Source: an optimization exercise on an open RTL-to-GDS flow (aim: a short achievable clock period and few clock cycles). Production flows keep margins and buffers that such runs may drop.
In this exercise RTL edits were held to simulation tests only and were not proved equivalent to the original.
Power and IR drop assume default switching activity.

===== flow/run.sh =====
#!/bin/bash
# synth_recipe.tcl (not shown) runs the flow's synth.tcl, then flattens the netlist and writes it again
# the make line also repeats each setting of config.mk as NAME=value (left out here)
make -C /OpenROAD-flow-scripts/flow DESIGN_CONFIG=/design/flow/config.mk WORK_HOME=/design/flow/orfs CLKGATE_MAP_FILE= SYNTH_SCRIPT=/design/flow/synth_recipe.tcl finish

===== flow/config.mk =====
export PLATFORM = sky130hd
export DESIGN_NAME = cache_top
export DESIGN_NICKNAME = cache_top
export VERILOG_FILES = /design/flow/design.v
export SDC_FILE = /design/flow/constraint.sdc
export NUM_CORES = 4
export LEC_CHECK = 0
export CAP_MARGIN = 40
export CORE_MARGIN = 2
export CORE_UTILIZATION = 45
export PLACE_DENSITY = 0.6
export SETUP_SLACK_MARGIN = 2.5
export SLEW_MARGIN = 40
export TNS_END_PERCENT = 2

===== flow/constraint.sdc =====
create_clock -name core_clock -period 6.5 [get_ports {clk}]
set_input_delay 1.3000 -clock core_clock [delete_from_list [all_inputs] [get_ports {clk}]]
set_output_delay 1.3000 -clock core_clock [all_outputs]
set_load 0.01 [all_outputs]

===== flow/design.v =====
`default_nettype none
package cache_pkg;
	localparam int addr_w = 16;  
	localparam int data_w = 32;
	localparam int offset_w = 2;
	localparam int words_per_line = 1 << offset_w;
	localparam int line_w = data_w * words_per_line;  
	localparam int index_w = 3;
	localparam int sets = 1 << index_w;
	localparam int tag_w = addr_w - index_w - offset_w;
endpackage
`default_nettype wire
`default_nettype none
module cache_control (
	input  wire  clk,
	input  wire  rst,
	input  logic miss,         
	input  logic victim_dirty,
	input  logic mem_ack,
	output logic st_wb,        
	output logic st_rd,        
	output logic fill          
);
	always_ff @(posedge clk) begin : state_reg
		if (rst) begin
			st_wb <= 1'b0;
			st_rd <= 1'b0;
		end else if (st_wb) begin
			if (mem_ack) begin
				st_wb <= 1'b0;
				st_rd <= 1'b1;
			end
		end else if (st_rd) begin
			if (mem_ack)
				st_rd <= 1'b0;
		end else if (miss) begin
			st_wb <= victim_dirty;
			st_rd <= !victim_dirty;
		end
	end
	assign fill = st_rd && mem_ack;
endmodule
`default_nettype wire
`default_nettype none
module cache_datapath (
	input  wire                                             clk,
	input  wire                                             rst,
	input  logic                                            req,
	input  logic                                            cpu_we,
	input  logic [cache_pkg::addr_w-1:0]                    cpu_adr,
	input  logic [cache_pkg::data_w-1:0]                    cpu_dat_w,
	output logic [cache_pkg::data_w-1:0]                    cpu_dat_r,
	input  logic                                            st_wb,
	input  logic                                            st_rd,
	input  logic                                            fill,
	output logic                                            hit_p,
	output logic                                            hit,
	output logic                                            victim_dirty,
	output logic [cache_pkg::addr_w-cache_pkg::offset_w-1:0] mem_adr,
	output logic [cache_pkg::line_w-1:0]                    mem_dat_w,
	output logic                                            mem_we,
	input  logic [cache_pkg::line_w-1:0]                    mem_dat_r
);
	localparam int tag_w = cache_pkg::tag_w;
	localparam int sets = cache_pkg::sets;
	localparam int data_w = cache_pkg::data_w;
	localparam int words = cache_pkg::words_per_line;
	localparam int line_w = cache_pkg::line_w;
	localparam int index_w = cache_pkg::index_w;
	localparam int offset_w = cache_pkg::offset_w;
	localparam int line_adr_w = cache_pkg::addr_w - offset_w;
	logic [tag_w-1:0]  p_tag [sets];
	logic [line_w-1:0] p_line [sets];
	logic [sets-1:0]   p_valid;
	logic [sets-1:0]   p_dirty;
	logic [tag_w-1:0]  q_tag [sets];
	logic [line_w-1:0] q_line [sets];
	logic [sets-1:0]   q_valid;
	logic [sets-1:0]   q_dirty;
	logic [tag_w-1:0]      req_tag;
	logic [index_w-1:0]    req_index;
	logic [offset_w-1:0]   req_offset;
	logic [line_adr_w-1:0] line_adr;
	logic [sets-1:0]       set_dec;
	logic [words-1:0]      word_dec;
	logic [sets*words-1:0] set_word_dec;
	logic [sets-1:0]       match_p;
	logic [sets-1:0]       match_q;
	logic                  hit_q;
	logic [data_w-1:0]     p_word;
	logic [data_w-1:0]     mem_word;
	logic [line_w-1:0]     fill_line;
	logic [line_w-1:0]     victim_line;
	logic [tag_w-1:0]      victim_tag;
	logic                  wb_now;
	logic [sets-1:0]       fill_set;
	logic [sets-1:0]       write_set;
	logic [sets-1:0]       swap_set;
	assign req_tag = cpu_adr[cache_pkg::addr_w-1 -: tag_w];
	assign req_index = cpu_adr[offset_w +: index_w];
	assign req_offset = cpu_adr[offset_w-1:0];
	assign line_adr = cpu_adr[cache_pkg::addr_w-1:offset_w];
	assign set_dec = sets'(1) << req_index;
	assign word_dec = words'(1) << req_offset;
	assign set_word_dec = (sets*words)'(1) << cpu_adr[offset_w+index_w-1:0];
	always_comb begin : lookup
		for (int s = 0; s < sets; s++) begin
			match_p[s] = p_valid[s] && ({p_tag[s], index_w'(s)} == line_adr);
			match_q[s] = q_valid[s] && ({q_tag[s], index_w'(s)} == line_adr);
		end
	end
	assign hit_p = |match_p;
	assign hit_q = |match_q;
	assign hit = hit_p || hit_q;
	always_comb begin : read_word
		p_word = '0;
		mem_word = '0;
		for (int s = 0; s < sets; s++)
			for (int w = 0; w < words; w++)
				p_word = p_word | ({data_w{set_word_dec[s*words+w]}} & p_line[s][w*data_w +: data_w]);
		for (int w = 0; w < words; w++)
			mem_word = mem_word | ({data_w{word_dec[w]}} & mem_dat_r[w*data_w +: data_w]);
	end
	assign cpu_dat_r = st_rd ? mem_word : p_word;
	always_comb begin : victim
		victim_line = '0;
		victim_tag = '0;
		victim_dirty = 1'b0;
		for (int s = 0; s < sets; s++) begin
			victim_line = victim_line | ({line_w{set_dec[s]}} & q_line[s]);
			victim_tag = victim_tag | ({tag_w{set_dec[s]}} & q_tag[s]);
			victim_dirty = victim_dirty | (set_dec[s] & q_valid[s] & q_dirty[s]);
		end
	end
	assign wb_now = st_wb || (!st_rd && victim_dirty);
	assign mem_we = wb_now;
	assign mem_adr = {wb_now ? victim_tag : req_tag, req_index};
	assign mem_dat_w = victim_line;
	always_comb begin : fill_merge
		for (int w = 0; w < words; w++)
			fill_line[w*data_w +: data_w] = (cpu_we && word_dec[w]) ? cpu_dat_w : mem_dat_r[w*data_w +: data_w];
	end
	always_comb begin : set_actions
		for (int s = 0; s < sets; s++) begin
			fill_set[s] = fill && set_dec[s];
			write_set[s] = req && cpu_we && match_p[s];
			swap_set[s] = req && !hit_p && match_q[s];
		end
	end
	always_ff @(posedge clk) begin : status_bits
		for (int s = 0; s < sets; s++) begin
			if (rst) begin
				p_valid[s] <= 1'b0;
				p_dirty[s] <= 1'b0;
				q_valid[s] <= 1'b0;
				q_dirty[s] <= 1'b0;
			end else if (fill_set[s]) begin
				p_valid[s] <= 1'b1;
				p_dirty[s] <= cpu_we;
				q_valid[s] <= p_valid[s];
				q_dirty[s] <= p_dirty[s];
			end else if (write_set[s]) begin
				p_dirty[s] <= 1'b1;
			end else if (swap_set[s]) begin
				p_valid[s] <= q_valid[s];
				p_dirty[s] <= q_dirty[s];
				q_valid[s] <= p_valid[s];
				q_dirty[s] <= p_dirty[s];
			end
		end
	end
	always_ff @(posedge clk) begin : storage
		for (int s = 0; s < sets; s++) begin
			if (fill_set[s]) begin
				p_tag[s] <= req_tag;
				p_line[s] <= fill_line;
				q_tag[s] <= p_tag[s];
				q_line[s] <= p_line[s];
			end else if (swap_set[s]) begin
				p_tag[s] <= q_tag[s];
				p_line[s] <= q_line[s];
				q_tag[s] <= p_tag[s];
				q_line[s] <= p_line[s];
			end else begin
				for (int w = 0; w < words; w++)
					if (write_set[s] && word_dec[w])
						p_line[s][w*data_w +: data_w] <= cpu_dat_w;
			end
		end
	end
endmodule
`default_nettype wire
`default_nettype none
module cache_top #(
	parameter int index_w = 3
) (
	input  wire                                             clk,
	input  wire                                             rst,
	input  logic                                            cpu_cyc,
	input  logic                                            cpu_stb,
	input  logic                                            cpu_we,
	input  logic [cache_pkg::addr_w-1:0]                    cpu_adr,
	input  logic [cache_pkg::data_w-1:0]                    cpu_dat_w,
	output logic [cache_pkg::data_w-1:0]                    cpu_dat_r,
	output logic                                            cpu_ack,
	output logic                                            mem_cyc,
	output logic                                            mem_stb,
	output logic                                            mem_we,
	output logic [cache_pkg::addr_w-cache_pkg::offset_w-1:0] mem_adr,
	output logic [cache_pkg::line_w-1:0]                    mem_dat_w,
	input  logic [cache_pkg::line_w-1:0]                    mem_dat_r,
	input  logic                                            mem_ack
);
	logic req;
	logic hit_p;
	logic hit;
	logic victim_dirty;
	logic st_wb;
	logic st_rd;
	logic fill;
	assign req = cpu_cyc && cpu_stb;  
	cache_control control_i (
		.clk          (clk),
		.rst          (rst),
		.miss         (req && !hit),
		.victim_dirty (victim_dirty),
		.mem_ack      (mem_ack),
		.st_wb        (st_wb),
		.st_rd        (st_rd),
		.fill         (fill)
	);
	cache_datapath datapath_i (
		.clk          (clk),
		.rst          (rst),
		.req          (req),
		.cpu_we       (cpu_we),
		.cpu_adr      (cpu_adr),
		.cpu_dat_w    (cpu_dat_w),
		.cpu_dat_r    (cpu_dat_r),
		.st_wb        (st_wb),
		.st_rd        (st_rd),
		.fill         (fill),
		.hit_p        (hit_p),
		.hit          (hit),
		.victim_dirty (victim_dirty),
		.mem_adr      (mem_adr),
		.mem_dat_w    (mem_dat_w),
		.mem_we       (mem_we),
		.mem_dat_r    (mem_dat_r)
	);
	assign cpu_ack = (req && hit_p) || fill;
	assign mem_cyc = (req && !hit) || st_wb || st_rd;
	assign mem_stb = mem_cyc;
endmodule
`default_nettype wire

==> metrics.md, run 1 <==
| Metric | Value |
|---|---|
| Detail-routed via count per cell | about 7.4 |
| Post-Syn Area | approximately 0.10 sq mm |
| Hold_buf cts | 0 |
| Flops & latches, synth | 2258 |
| Most frequent cell after synthesis | edfxtp_1 |
| YS warnings | 6 |
| Clock share of power | a little over two fifths |
| Leakage | 41.4 nW |
| Worst setup path startpoint | cpu_adr[2] |
| TritonCTS clock tree | done |
| WP data required | 5.20 ns |
| Peak VDD IR | 0.235 mV |
| Area delta synth->final | 23.5% |
| Post-synth EDFFs | 2224 |
| Worst-Skew Late Latency | 0.95 ns |
| CTS buffer count | 234 |
| Die Area | 0.232 sq mm |
| Setup TNS Final | 0 ns |
| Sw Ratio | 24.9% |
| Clock Tree Root | clkbuf_16 |
| Initial antenna violation count | 27 |
| Post-layout net count | roughly 9.4k |
| DR DRC count | 0 |
| Largest cells by area after synthesis | edfxtp_1, a22oi_1, nand2_1, a31oi_1, nor2_1 |
| Crit path to | cpu_dat_r[10] |
| Layout cells sized above 1 | about 17% |
| FF-to-FF setup slack | 2.39 ns |
| Internal power | 0.0244 W |
| Cell area after layout | 0.127 sq mm |
| CTS clk-pin slew, worst paths | 0.06 ns |
| DR pass1 iterations | 9 |
| Asr flop ratio synth | 0% |
| Max_slew headroom | 34.5% |
| Hpwl dp | roughly 300 mm |
| Post-synth top flop | edfxtp_1 |
| Clock Sinks | 2258 |
| Clock Skews | 0.0528 ns |
| Seq pwr share | approximately 49% |
| Status | finished clean |
| RSZ-0062 raised after global routing | yes |
| Crit end category | output pin |
| Final Setup Violations | 0 |
| Starting Density | 45.2% |
| Core Rows | 175 |
| Average wire per standard cell | ~43 um |
| Largest net degree at the start of global routing | ~160 |
| WS Path Type | in -> out |
| Via count | 92.4k |
| Synth top area share | 65.0% |
| Post-synth top area cell | edfxtp_1 |
| Hold Slack | between 0.4 and 0.5 ns |
| Core ar. | around 0.23 sq mm |
| Deepest clock path buffer count | 3 |
| Pwr/cell area | 256 mW/mm^2 |
| Starting DRC count in detailed routing | roughly 19k |
| Reg2reg path depth | 7 |
| RR Endpoint | datapath_i.q_line[0][80]$_DFFE_PP_ |
| RR Startpoint | control_i.st_rd$_SDFFE_PP0P_ |
| Vias in the first global route | between 80k and 90k |
| Critical path launch point type | primary input |
| Crit path max fanout | 5 |
| Crit path time final | between 4 and 5 ns |
| P_sw | 0.00808 W |
| First-pass GRT wire length | 716 mm |
| MaxCap Viol Count | 0 |
| Final hold vios | 0 |
| Slew Viols, Final | 0 |
| Worst min path class | reg -> reg |
| Remaining antenna violation count | 0 |
| Final Util | 55.9% |
| Post-synth top cells | edfxtp_1, nand2_1, a22oi_1 |
| Max Clock Freq | 205 MHz |
| Fin crit share | 75.0% |
| Total gr overflow | 0 |
| # IOs | 360 |
| Count of cell types in the netlist | 57 |
| Die Y | 482 um |
| Synthesized Nets | just under 9k |
| Total Routing Usage GR | between 40 and 50% |
| IO buf count | ~360 |
| Syn_area_per_cell | 11.9 sq um |
| Worst EP arrival | roughly 3.6 ns |
| Final GP Congestion | 0.979 |
| Die width | ~480 um |
| Filler cells | 18.4k |
| H-tree depth | 4 |
| Register area share after synthesis | 65.7% |
| Gate power share | under 10% |
| Dpl cell area | 0.113 sq mm |
| Tot Pwr | 0.0325 W |
| Worst-Margin Slew | 0.982 ns |
| Final wirelength | roughly 540 mm |
| Mapped Cells | 8650 |
==> through the flow <==
step	setup slack, ns	std cells
after floorplan	1.04	8650
after global routing	1.67	12400
after detailed placement	0.0477	11700
after global placement	0.0240	11700
final	1.62	12500
after CTS	1.76	12400
==> routing by layer <==
metal,share of wire (%),up-vias,global-route usage (%)
met5,0.050,-,0.414
met3,19,2889,20.7
met2,39,10900,60.5
met4,11,18,36.2
met1,32,44100,55.3
li1,-,34500,-
==> final cells by class <==
cell class                      count  area [sq um]  area share (%)
Clock buffer                      304          6220            4.90
Clock inverter                    135          1220           0.958
Antenna cell                       37          92.6          0.0730
Inverter                           15          86.3          0.0680
Sequential cell                  2258         67500            53.2
Tap cell                         3009          3760            2.97
Timing Repair Buffer             1053         13900            11.0
Multi-Input combinational cell   5669         34100            26.9
==> power by group through the flow <==
stage | clock network, W | logic (W) | registers, W
after floorplan | 0 | 0.00111 | 0.0163
after global placement | 0 | 0.00236 | 0.0163
after detailed placement | 0 | 0.00239 | 0.0163
after CTS | 0.0135 | 0.00266 | 0.0160
after global routing | 0.0141 | 0.00285 | 0.0160
final | 0.0136 | 0.00284 | 0.0160
==> worst max-delay path, cell delays in order <==
cell     delay (ns)
buf_12         0.13
buf_16         0.14
or3b_4         0.45
buf_12         0.15
nor2_4         0.16
buf_12         0.15
buf_12         0.10
buf_12         0.12
a22oi_1        0.11
nand2_1        0.07
nor4_1         0.05
a31oi_1        0.28
buf_4          0.23
buf_6          0.11
==> how the worst min path moves through the flow <==
stage	slack [ns]	depth (start not counted)	start	end
after floorplan	0.43	0	datapath_i.p_line[0][103]$_DFFE_PP_	datapath_i.q_line[0][103]$_DFFE_PP_
after global placement	0.43	0	datapath_i.p_line[1][79]$_DFFE_PP_	datapath_i.q_line[1][79]$_DFFE_PP_
after detailed placement	0.43	0	datapath_i.p_line[7][46]$_DFFE_PP_	datapath_i.q_line[7][46]$_DFFE_PP_
after CTS	0.43	0	datapath_i.p_line[1][93]$_DFFE_PP_	datapath_i.q_line[1][93]$_DFFE_PP_
after global routing	0.44	0	datapath_i.p_line[7][91]$_DFFE_PP_	datapath_i.q_line[7][91]$_DFFE_PP_
final	0.43	0	datapath_i.p_line[2][35]$_DFFE_PP_	datapath_i.q_line[2][35]$_DFFE_PP_
==> layout by cell type (no fill, tap or decap), drive strengths merged, types with 104 or more instances in the layout <==
| master | instances |
|---|---|
| nor2 | 720 |
| clkinv | 104 |
| nand4 | 191 |
| o21ai | 297 |
| a31oi | 675 |
| buf | 755 |
| a21oi | 304 |
| xnor2 | 139 |
| clkbuf | 311 |
| clkdlybuf4s50 | 246 |
| mux2 | 161 |
| a22oi | 1057 |
| nand2 | 1601 |
| edfxtp | 2224 |
==> state kept, by name, indices dropped and copies added, names as in the netlist <==
name,count
datapath_i.q_dirty,8
control_i.st_rd,1
control_i.st_wb,1
datapath_i.q_valid,8
datapath_i.p_valid,8
datapath_i.p_tag,88
datapath_i.p_dirty,8
datapath_i.p_line,1024
datapath_i.q_tag,88
datapath_i.q_line,1024
==> logic make-up after synthesis <==
group / synth area share [%]
simple gates: 11.7
buf+inv: 2.87
compound gates: 15.7
mux: 2.60
xor+xnor: 1.51
flops: 65.7
==> timing repair <==
action,in CTS,in global routing
endpoints found under the setup margin,3399,376
buffers inserted,216,21
resized for setup,711,67
gates cloned,53,3
pin swaps,174,29
Testbench counts, summed over its fixed seeds: cycles 68,699.
==> inputs of run 2 (changes only) <==
--- a/flow/config.mk
+++ b/flow/config.mk
@@ -11,4 +11,4 @@
 export PLACE_DENSITY = 0.6
-export SETUP_SLACK_MARGIN = 2.5
+export SETUP_SLACK_MARGIN = 2.0
 export SLEW_MARGIN = 40
-export TNS_END_PERCENT = 2
+export TNS_END_PERCENT = 25
==> metrics.md, run 2 <==
| Metric | Value |
|---|---|
| Status | finished clean |
| Average wire per standard cell | 43.9 um (+1.8%) |
| Hold path start | datapath_i.p_line[3][98]$_DFFE_PP_ |
| Hold path cells | 0 (unchanged) |
| Post-synth top area cell | edfxtp_1 |
| Setup TNS Final | 0 ns (unchanged) |
| Count of cell types in the netlist | 57 (unchanged) |
| Max_slew headroom | 32.4% (-2.1 points) |
| Crit path max fanout | 15 (+10) |
| Via count | 94.3k (+2.0%) |
| Hold endpoint | datapath_i.q_line[3][98]$_DFFE_PP_ |
| Die Y | 482 um (unchanged) |
| Starting Density | 45.2% (unchanged) |
| Initial antenna violation count | 42 (+56%) |
| Post-Syn Area | 0.103 sq mm (unchanged) |
| Pwr/cell area | 257 mW/mm^2 (+0.33%) |
| Mapped Cells | 8650 (unchanged) |
| Total gr overflow | 0 (unchanged) |
| Vias in the first global route | 86.0k (+1.2%) |
| Worst path cell trace | buf_12, buf_8, buf_4, nand3_2, buf_6, nor2_4, buf_12, a22oi_1, nand4_1, nor4_4, a32oi_2, buf_4, buf_6 |
| Worst EP arrival | 3.59 ns (about the same) |
| Remaining antenna violation count | 0 (unchanged) |
| Flops & latches, synth | 2258 (unchanged) |
| Final hold vios | 0 (unchanged) |
| Critical path's top delay family | buffers and inverters |
| Worst min path class | reg -> reg |
| Clock Sinks | 2258 (unchanged) |
| Slew Viols, Final | 0 (unchanged) |
| Most frequent cell after synthesis | edfxtp_1 |
| Largest net degree at the start of global routing | 152 (-5.6%) |
| Critical path's slowest cell | nor4_4 |
| Reg2reg path depth | 7 (unchanged) |
| Fin crit share | 75.2% (+0.19 points) |
| RSZ-0062 raised after global routing | yes |
| H-tree depth | 4 (unchanged) |
| Most frequent cells in the layout | edfxtp_1, nand2_1, a22oi_1 |
| # IOs | 360 (unchanged) |
| Syn_area_per_cell | 11.9 sq um (unchanged) |
| Max Clock Freq | 204 MHz (-0.26%) |
| Worst-Skew Late Latency | 0.97 ns (+0.02 ns) |
| DR pass1 iterations | 9 (unchanged) |
| Register area share after synthesis | 65.7% (unchanged) |
| Leakage | 42.3 nW (+2.3%) |
| Critical path launch point type | primary input |
| WS Path Type | in -> out |
| Layout cells sized above 1 | 18.3% (+1.7 points) |
| Deepest clock path buffer count | 3 (unchanged) |
| Core ar. | 0.227 sq mm (unchanged) |
| Crit end category | output pin |
| Crit path time final | 4.89 ns (+0.0126 ns) |
| Die Area | 0.232 sq mm (unchanged) |
| Starting DRC count in detailed routing | 19.8k (+3.3%) |
| Final Setup Violations | 0 (unchanged) |
| Core Rows | 175 (unchanged) |
| Asr flop ratio synth | 0% (unchanged) |
| Peak VDD IR | 0.317 mV (+35%) |
| Detail-routed via count per cell | 7.50 (+1.2%) |
| Hold_buf cts | 0 (unchanged) |
| DR DRC count | 0 (unchanged) |
| Post-synth top cells | edfxtp_1, nand2_1, a22oi_1 |
| CTS buffer count | 234 (unchanged) |
| Worst-Margin Slew | 1.01 ns (+0.0228 ns) |
| FF-to-FF setup slack | 2.12 ns (-0.27 ns) |
| Filler cells | 18.2k (-0.81%) |
| RR Endpoint | datapath_i.q_line[1][112]$_DFFE_PP_ |
| Die width | 482 um (unchanged) |
| Post-Layout Cell Count | 12.6k (+0.81%) |
| Hold Slack | 0.425 ns (-0.00280 ns) |
| Most common cell after layout, fill and taps aside | edfxtp_1 |
| YS warnings | 6 (unchanged) |
| Clock Tree Root | clkbuf_16 |
| CTS clk-pin slew, worst paths | 0.07 ns (about the same) |
| Clock Skews | 0.0481 ns (-0.00472 ns) |
| Final wirelength | 552 mm (+2.6%) |
| Post-synth top flop | edfxtp_1 |
| RR Startpoint | control_i.st_rd$_SDFFE_PP0P_ |
| Critical path buffers and inverters | 7 (-1) |
| Critical Path Max Stage Delay | 0.41 ns (-0.04 ns) |
| Synth top area share | 65.0% (unchanged) |
| First-pass GRT wire length | 731 mm (+2.0%) |
| Tot Pwr | 0.0330 W (+1.6%) |
| Cell count after placement | 11.7k (-0.14%) |
| Biggest regs | datapath_i.p_line (1024), datapath_i.q_line (1024) |
| Cell area after layout | 0.129 sq mm (+1.3%) |
| Dpl cell area | 0.113 sq mm (-0.29%) |
| Synthesized Nets | 8832 (unchanged) |
| Area delta synth->final | 25.1% |
| MaxCap Viol Count | 0 (unchanged) |
| Post-synth EDFFs | 2224 (unchanged) |
| Final GP Congestion | 0.986 (+0.76%) |
| TritonCTS clock tree | done |
| Post-layout net count | 9499 (+0.91%) |
| Largest cells by area after synthesis | edfxtp_1, a22oi_1, nand2_1, a31oi_1, nor2_1 |
| Total Routing Usage GR | 46.1% (+1.0 points) |
| WP data required | 5.20 ns (about the same) |
| IO buf count | 359 (unchanged) |
| Hpwl dp | 306 mm (+0.87%) |
-- run 2: through the flow --
stage	setup WS, ns	util [%]
floorplan	1.04	-
global placement	0.234	49.6
detailed placement	0.220	49.8
CTS	1.66	55.9
global route	1.68	56.5
finish	1.61	56.6
-- run 2: cell type report --
type                            instances  area [sq um]  area share, %
Clock buffer                          288          6160           4.80
Antenna cell                           51           128         0.0993
Tap cell                             3009          3760           2.93
Inverter                               15          86.3         0.0672
Timing Repair Buffer                 1139         14800           11.5
Clock inverter                        152          1580           1.23
Sequential cell                      2258         67500           52.5
Multi-Input combinational cell       5669         34500           26.8
-- run 2: worst max path at each step --
stage	from	to	cells after the start
after floorplan	cpu_adr[4]	datapath_i.p_tag[7][0]$_DFFE_PP_	10
after global routing	cpu_adr[3]	cpu_dat_r[1]	13
after CTS	cpu_adr[2]	cpu_dat_r[2]	11
after global placement	cpu_adr[3]	cpu_dat_r[10]	10
final	cpu_adr[3]	cpu_dat_r[27]	13
after detailed placement	cpu_adr[3]	cpu_dat_r[10]	11
-- run 2: kinds of logic (layout without fill, tap and decap cells) --
kind of cell	Yosys count	count (layout)	share of synthesized area [%]
compound gates	2435	2435	15.7
xor+xnor	177	177	1.51
buf+inv	723	1594	2.87
flops	2258	2258	65.7
mux	207	207	2.60
other cells	0	51	0
simple gates	2850	2850	11.7
-- run 2: what timing repair did --
item | in CTS | in global routing
endpoints found under the setup margin | 1475 | 129
setup buffers | 260 | 71
cloned | 63 | 3
pin swaps | 176 | 103
gates resized for setup | 854 | 151
-- run 2: power by group --
part	switching [W]	internal, W	leakage [nW]
Combinational	0.00188	0.00103	18.3
Sequential	0.0000500	0.0159	20.3
Clock	0.00629	0.00780	3.74
Total	0.00822	0.0248	42.3
-- run 2: metal layers --
metal,track usage (%),vias to the layer above,wire [um]
met4,36.6,30,55800
met1,56.3,45200,174000
met3,21.6,3088,105000
met2,62.0,11300,217000
li1,-,34700,-
met5,0.725,-,232
==> inputs of run 3 (changes only) <==
--- a/flow/config.mk
+++ b/flow/config.mk
@@ -9,4 +9,4 @@
 export CORE_MARGIN = 2
-export CORE_UTILIZATION = 45
-export PLACE_DENSITY = 0.6
+export CORE_UTILIZATION = 52
+export PLACE_DENSITY = 0.65
 export SETUP_SLACK_MARGIN = 2.0
==> metrics.md, run 3 <==
| Metric | Value |
|---|---|
| CTS buffer count | 231 (-1.3%) |
| Die Y | 448 um (-6.9%) |
| Post-synth top area cell | edfxtp_1 |
| Remaining antenna violation count | 0 (unchanged) |
| Final GP Congestion | 1.03 (+4.4%) |
| RR Startpoint | datapath_i.q_tag[7][8]$_DFFE_PP_ |
| Most common cell after layout, fill and taps aside | edfxtp_1 |
| Slew Viols, Final | 0 (unchanged) |
| Largest net degree at the start of global routing | 152 (unchanged) |
| CTS clk-pin slew, worst paths | 0.07 ns (about the same) |
| MaxCap Viol Count | 0 (unchanged) |
| Pwr/cell area | 258 mW/mm^2 (+0.32%) |
| Layout cells sized above 1 | 17.9% (-0.33 points) |
| DR DRC count | 0 (unchanged) |
| Synthesized Nets | 8832 (unchanged) |
| Synth top area share | 65.0% (unchanged) |
| Final wirelength | 544 mm (-1.4%) |
| Worst min path class | reg -> reg |
| Clock Tree Root | clkbuf_16 |
| Die Area | 0.201 sq mm (-13%) |
| Status | finished clean |
| Register area share after synthesis | 65.7% (unchanged) |
| Peak VDD IR | 0.351 mV (+11%) |
| Post-synth top cells | edfxtp_1, nand2_1, a22oi_1 |
| IO buf count | 359 (unchanged) |
| WS Path Type | in -> out |
| Hold endpoint | datapath_i.q_line[1][34]$_DFFE_PP_ |
| Total Routing Usage GR | 52.7% (+6.7 points) |
| Crit path time final | 4.89 ns (-0.000470 ns) |
| # IOs | 360 (unchanged) |
| Fin crit share | 75.2% (about the same) |
| Count of cell types in the netlist | 57 (unchanged) |
| Die width | 448 um (-6.9%) |
| Via count | 95.7k (+1.5%) |
| Leakage | 42.2 nW (-0.33%) |
| Core ar. | 0.197 sq mm (-13%) |
| Deepest clock path buffer count | 3 (unchanged) |
| Detail-routed via count per cell | 7.85 (+4.7%) |
| Hold_buf cts | 0 (unchanged) |
| YS warnings | 6 (unchanged) |
| Filler cells | 14.5k (-20%) |
| Clock Sinks | 2258 (unchanged) |
| Post-Syn Area | 0.103 sq mm (unchanged) |
| Final worst slack | 1.61 ns (+0.000470 ns) |
| Reg2reg path depth | 9 (+2) |
| Initial antenna violation count | 46 (+9.5%) |
| Worst EP arrival | 3.59 ns (about the same) |
| Flops & latches, synth | 2258 (unchanged) |
| Average wire per standard cell | 44.6 um (+1.7%) |
| Post-synth EDFFs | 2224 (unchanged) |
| Biggest regs | datapath_i.p_line (1024), datapath_i.q_line (1024) |
| Hold path cells | 0 (unchanged) |
| Final Setup Violations | 0 (unchanged) |
| Clock Skews | 0.0440 ns (-0.00407 ns) |
| Hold path start | datapath_i.p_line[1][34]$_DFFE_PP_ |
| H-tree depth | 4 (unchanged) |
| WP data required | 5.20 ns (about the same) |
| TritonCTS clock tree | done |
| Crit end category | output pin |
| Most frequent cell after synthesis | edfxtp_1 |
| Setup TNS Final | 0 ns (unchanged) |
| Worst-Margin Slew | 1.06 ns (+0.0557 ns) |
| Asr flop ratio synth | 0% (unchanged) |
| Max Clock Freq | 205 MHz (about the same) |
| DR pass1 iterations | 14 (+5) |
| Worst-Skew Late Latency | 0.95 ns (-0.02 ns) |
| Dpl cell area | 0.112 sq mm (-0.97%) |
| Final Util | 64.9% (+8.3 points) |
| Final hold vios | 0 (unchanged) |
| Most frequent cells in the layout | edfxtp_1, nand2_1, a22oi_1 |
| Total gr overflow | 0 (unchanged) |
| Largest cells by area after synthesis | edfxtp_1, a22oi_1, nand2_1, a31oi_1, nor2_1 |
| Setup Slack @ Placement | 0.377 ns (+0.158 ns) |
| Post-layout net count | 9474 (-0.26%) |
| Starting DRC count in detailed routing | 21.0k (+6.1%) |
| RR Endpoint | datapath_i.p_line[7][52]$_DFFE_PP_ |
| Syn_area_per_cell | 11.9 sq um (unchanged) |
| Max_slew headroom | 29.3% (-3.1 points) |
| RSZ-0062 raised after global routing | yes |
| Core Rows | 163 (-6.9%) |
| Mapped Cells | 8650 (unchanged) |
| Starting Density | 52.2% (+7.0 points) |
| Crit path max fanout | 7 (-8) |
| Critical path launch point type | primary input |
| Vias in the first global route | 86.8k (+0.92%) |
| First-pass GRT wire length | 721 mm (-1.4%) |
| FF-to-FF setup slack | 2.61 ns (+0.49 ns) |
| Hpwl dp | 297 mm (-3.2%) |
| Area delta synth->final | 24.4% |
| Cell area after layout | 0.128 sq mm (-0.55%) |
| Post-synth top flop | edfxtp_1 |
-- run 3: final cells by class --
class	count	area [sq um]	area share (%)
sequential	2258	67500	52.8
multi-input combinational	5669	34400	26.9
timing repair buffer	1117	14800	11.5
clock buffer	273	5940	4.65
tap	2640	3300	2.58
clock inverter	157	1710	1.34
antenna	60	150	0.117
inverter	15	86.3	0.0676
-- run 3: where the power goes --
part / switching, W / internal [W] / leakage (nW) / total [W]
Combinational: 0.00186 / 0.00104 / 18.2 / 0.00290
Sequential: 0.0000549 / 0.0159 / 20.3 / 0.0160
Clock: 0.00627 / 0.00776 / 3.71 / 0.0140
Total: 0.00819 / 0.0247 / 42.2 / 0.0329
-- run 3: critical path: stages --
cell and delay (ns):
buf_12 0.13, buf_16 0.14, nor3b_4 0.16, buf_12 0.17, buf_12 0.15, buf_12 0.12, buf_16 0.15, a22oi_1 0.29
nand4_1 0.58, buf_2 0.35
-- run 3: worst max-delay path by stage --
stage,from,to,slack (ns),depth (start not counted)
floorplan,cpu_adr[4],datapath_i.p_tag[7][0]$_DFFE_PP_,1.04,10
global placement,cpu_adr[3],mem_adr[4],0.38,11
detailed placement,cpu_adr[2],cpu_dat_r[17],0.38,9
CTS,cpu_adr[3],cpu_dat_r[20],1.77,11
global route,cpu_adr[4],mem_stb,1.74,13
finish,cpu_adr[2],mem_dat_w[33],1.61,10
-- run 3: logic make-up after synthesis --
family                    synth area share [%]
DFF                                       65.7
muxes                                     2.60
AOI/OAI and AO/OA                         15.7
buffers and inverters                     2.87
and+or+nand+nor                           11.7
xor gates and xnor gates                  1.51
-- run 3: repair_timing --
item,in CTS,in global routing
resized for setup,806,147
buffers inserted,244,71
endpoints found under the setup margin,1697,101
gates cloned,78,8
pin swaps,183,86
-- run 3: routing by layer --
layer / part of all wire, % / wire (um) / global-route usage [%]
met3: 20 / 109000 / 29.7
met2: 38 / 206000 / 68.4
met4: 12 / 67100 / 46.2
met1: 30 / 162000 / 61.6
met5: 0.18 / 968 / 2.33
-- run 3: metrics by stage --
step	hold slack [ns]	std cells	total power, W
after global routing	0.446	12100	0.0333
final	0.436	12200	0.0329
after CTS	0.423	12000	0.0324
after global placement	0.426	11300	0.0186
after floorplan	0.425	8650	0.0174
after detailed placement	0.433	11300	0.0186
==> inputs of run 4 (changes only) <==
--- a/flow/config.mk
+++ b/flow/config.mk
@@ -11,4 +11,4 @@
 export PLACE_DENSITY = 0.65
-export SETUP_SLACK_MARGIN = 2.0
+export SETUP_SLACK_MARGIN = 1.9
 export SLEW_MARGIN = 40
-export TNS_END_PERCENT = 25
+export TNS_END_PERCENT = 50
==> metrics.md, run 4 <==
| Metric | Value |
|---|---|
| Count of cell types in the netlist | 57 (unchanged) |
| RR Endpoint | datapath_i.p_line[7][42]$_DFFE_PP_ |
| Remaining antenna violation count | 0 (unchanged) |
| CTS clk-pin slew, worst paths | 0.07 ns (about the same) |
| H-tree depth | 4 (unchanged) |
| MaxCap Viol Count | 0 (unchanged) |
| Synth top area share | 65.0% (unchanged) |
| Worst EP arrival | 3.56 ns (-0.03 ns) |
| Post-synth top flop | edfxtp_1 |
| Hpwl dp | 297 mm (unchanged) |
| Critical path buffers and inverters | 6 (-1) |
| Status | finished clean |
| Area delta synth->final | 23.3% |
| Mapped Cells | 8650 (unchanged) |
| Post-synth EDFFs | 2224 (unchanged) |
| Hold endpoint | datapath_i.q_line[5][34]$_DFFE_PP_ |
| Asr flop ratio synth | 0% (unchanged) |
| Critical path's top delay family | buffers and inverters |
| Starting Density | 52.2% (unchanged) |
| Worst min path class | reg -> reg |
| Core ar. | 0.197 sq mm (unchanged) |
| Slew Viols, Final | 0 (unchanged) |
| # IOs | 360 (unchanged) |
| Final hold vios | 0 (unchanged) |
| Leakage | 41.8 nW (-0.96%) |
| Via count | 95.1k (-0.62%) |
| Most common cell after layout, fill and taps aside | edfxtp_1 |
| Flops & latches, synth | 2258 (unchanged) |
| Initial antenna violation count | 39 (-15%) |
| Clock Sinks | 2258 (unchanged) |
| Worst-Margin Slew | 1.01 ns (-0.0463 ns) |
| Average wire per standard cell | 44.1 um (-1.1%) |
| DR DRC count | 0 (unchanged) |
| Syn_area_per_cell | 11.9 sq um (unchanged) |
| Final wirelength | 535 mm (-1.7%) |
| Critical Path Most Common Cell | buf_8 |
| Hold_buf cts | 0 (unchanged) |
| DR pass1 iterations | 14 (unchanged) |
| RSZ-0062 raised after global routing | yes |
| RR Startpoint | datapath_i.q_tag[7][8]$_DFFE_PP_ |
| Total Routing Usage GR | 51.6% (-1.1 points) |
| Final GP Congestion | 1.03 (unchanged) |
| Die Area | 0.201 sq mm (unchanged) |
| Worst-Skew Late Latency | 0.97 ns (+0.02 ns) |
| Max_slew headroom | 32.4% (+3.1 points) |
| Post-layout net count | 9399 (-0.79%) |
| Final Setup Violations | 0 (unchanged) |
| Biggest regs | datapath_i.p_line (1024), datapath_i.q_line (1024) |
| Vias in the first global route | 86.4k (-0.41%) |
| Final Util | 64.4% (-0.57 points) |
| Hold path start | datapath_i.p_line[5][34]$_DFFE_PP_ |
| Reg2reg path depth | 8 (-1) |
| WP data required | 5.20 ns (about the same) |
| Hold path cells | 0 (unchanged) |
| Largest net degree at the start of global routing | 152 (unchanged) |
| Most frequent cells in the layout | edfxtp_1, nand2_1, a22oi_1 |
| Detail-routed via count per cell | 7.84 (about the same) |
| TritonCTS clock tree | done |
| WS Path Type | in -> out |
| Core Rows | 163 (unchanged) |
| Fin crit share | 74.7% (-0.51 points) |
| Tot Pwr | 0.0329 W (-0.21%) |
| Max Clock Freq | 206 MHz (+0.68%) |
| Peak VDD IR | 0.336 mV (-4.4%) |
| YS warnings | 6 (unchanged) |
| Most frequent cell after synthesis | edfxtp_1 |
| FF-to-FF setup slack | 2.62 ns (about the same) |
| Register area share after synthesis | 65.7% (unchanged) |
| Synthesized Nets | 8832 (unchanged) |
| CTS buffer count | 231 (unchanged) |
| Post-Syn Area | 0.103 sq mm (unchanged) |
| Crit path max fanout | 18 (+11) |
| Filler cells | 14.6k (+0.86%) |
| Post-synth top area cell | edfxtp_1 |
| First-pass GRT wire length | 709 mm (-1.7%) |
| Worst path cell trace | buf_12, buf_8, nor3b_4, buf_4, buf_8, buf_16, a22oi_1, nand4_1, dlygate4sd2_1 |
| Post-synth top cells | edfxtp_1, nand2_1, a22oi_1 |
| Crit end category | output pin |
| Layout cells sized above 1 | 17.0% (-0.96 points) |
| IO buf count | 359 (unchanged) |
| Setup TNS Final | 0 ns (unchanged) |
| Critical Path Max Stage Delay | 0.55 ns (-0.03 ns) |
| Clock Skews | 0.0509 ns (+0.00688 ns) |
| Die Y | 448 um (unchanged) |
| Starting DRC count in detailed routing | 21.8k (+3.8%) |
| Crit path time final | 4.86 ns (-0.0332 ns) |
| Critical path launch point type | primary input |
| Pwr/cell area | 259 mW/mm^2 (+0.66%) |
| Critical path's slowest cell | nand4_1 |
| Die width | 448 um (unchanged) |
| Total gr overflow | 0 (unchanged) |
| Clock Tree Root | clkbuf_16 |
| Deepest clock path buffer count | 3 (unchanged) |
| Largest cells by area after synthesis | edfxtp_1, a22oi_1, nand2_1, a31oi_1, nor2_1 |
-- run 4: changes by cell type in the layout (fill, tap and decap cells not counted), moves of 10 or more --
cell	change
dlygate4sd2_1	-56
clkdlybuf4s50_1	+33
dlymetal6s2s_1	+32
a22oi_1	+26
a22oi_2	-26
buf_4	-24
buf_12	-16
buf_16	-13
buf_2	-10
-- run 4: final cells by class --
| class | count | area, sq um | share of cell area [%] |
|---|---|---|---|
| Sequential cell | 2258 | 67500 | 53.3 |
| Multi-Input combinational cell | 5669 | 34300 | 27.1 |
| Timing Repair Buffer | 1042 | 13700 | 10.8 |
| Clock buffer | 273 | 5940 | 4.69 |
| Tap cell | 2640 | 3300 | 2.61 |
| Clock inverter | 157 | 1710 | 1.35 |
| Antenna cell | 69 | 173 | 0.136 |
| Inverter | 15 | 86.3 | 0.0682 |
-- run 4: how the worst max path moves through the flow --
stage / from / endpoint / slack (ns) / cells past startpoint
2_1_floorplan: cpu_adr[4] / datapath_i.p_tag[7][0]$_DFFE_PP_ / 1.04 / 10
3_3_place_gp: cpu_adr[3] / mem_adr[4] / 0.38 / 11
3_5_place_dp: cpu_adr[2] / cpu_dat_r[17] / 0.38 / 9
4_1_cts: cpu_adr[4] / mem_dat_w[20] / 1.74 / 8
5_1_grt: cpu_adr[1] / cpu_dat_r[30] / 1.67 / 13
6_report: cpu_adr[4] / mem_dat_w[33] / 1.64 / 9
-- run 4: cell families after synthesis --
| logic type | Yosys count | synth area share (%) |
|---|---|---|
| and+or+nand+nor | 2850 | 11.7 |
| DFF | 2258 | 65.7 |
| xor gates and xnor gates | 177 | 1.51 |
| AOI/OAI and AO/OA | 2435 | 15.7 |
| buffers and inverters | 723 | 2.87 |
| muxes | 207 | 2.60 |
-- run 4: repair_timing --
item	in CTS	in global routing
pin swaps	138	104
setup endpoints to repair	1198	136
resized for setup	654	175
cloned	57	11
setup buffers	211	48
-- run 4: report_power, final --
part           internal [W]  total [W]  switching [W]
Clock               0.00776     0.0140        0.00626
Sequential           0.0159     0.0160      0.0000538
Combinational       0.00101    0.00284        0.00182
-- run 4: stage by stage --
stage          hold slack [ns]  setup WS [ns]  area, sq um  std cells
2_1_floorplan            0.425           1.04       103000       8650
3_3_place_gp             0.426          0.380       111000      11300
3_5_place_dp             0.433          0.377       112000      11300
4_1_cts                  0.423           1.74       125000      12000
5_1_grt                  0.438           1.67       127000      12100
6_report                 0.430           1.64       127000      12100
-- run 4: per-layer routing --
layer  global-route usage [%]  wire length, um
met5                     1.15              249
met1                     61.7           161000
met4                     44.8            62900
met2                     68.1           207000
met3                     26.0           104000
-- run 4: worst reg2reg max path, cell delays in order, from the launching register on --
cell and delay (ns):
edfxtp_1 0.43, xnor2_1 0.32, nand4_1 0.13, or4_1 0.68, nor3_1 0.40, nand3_4 0.61
buf_4 0.46, nand2_1 0.41, a31oi_1 0.17

==> static timing again, ports no longer ideal <==
Ports are ideal in the flow. The routed layouts listed here were re-timed in OpenROAD.
Step 1 (the two cells are an assumption about what drives the block):
set clk [get_ports {clk}]
set_driving_cell -lib_cell sky130_fd_sc_hd__clkbuf_16 $clk
set_driving_cell -lib_cell sky130_fd_sc_hd__buf_2 [delete_from_list [all_inputs] $clk]
Step 2 moves the port delays by t, midway between the first and last clock arrival at a register: inputs arrive t later, outputs are due t later. That takes back most of the time a late clock gives input paths.
a / b / c = ideal ports / drivers / drivers and shift; a / b = the first two.
| run | t, ns | setup WS [ns] | worst register clock-pin slew, ns | cell pins on the clock port's net |
|---|---|---|---|---|
| run 1 | 1.014 | 1.622 / 1.300 / 1.140 | 0.07 / 0.07 | 1 |
| run 2 | 1.031 | 1.610 / 1.409 / 1.207 | 0.08 / 0.08 | 1 |
| run 3 | 1.025 | 1.610 / 1.388 / 0.805 | 0.07 / 0.07 | 1 |
| run 4 | 1.047 | 1.643 / 1.414 / 0.857 | 0.07 / 0.07 | 1 |
After both steps every run listed still meets setup and hold. For run 3, which loses most, drivers alone change the setup slack by -0.222 ns; drivers and shift together by -0.805 ns.
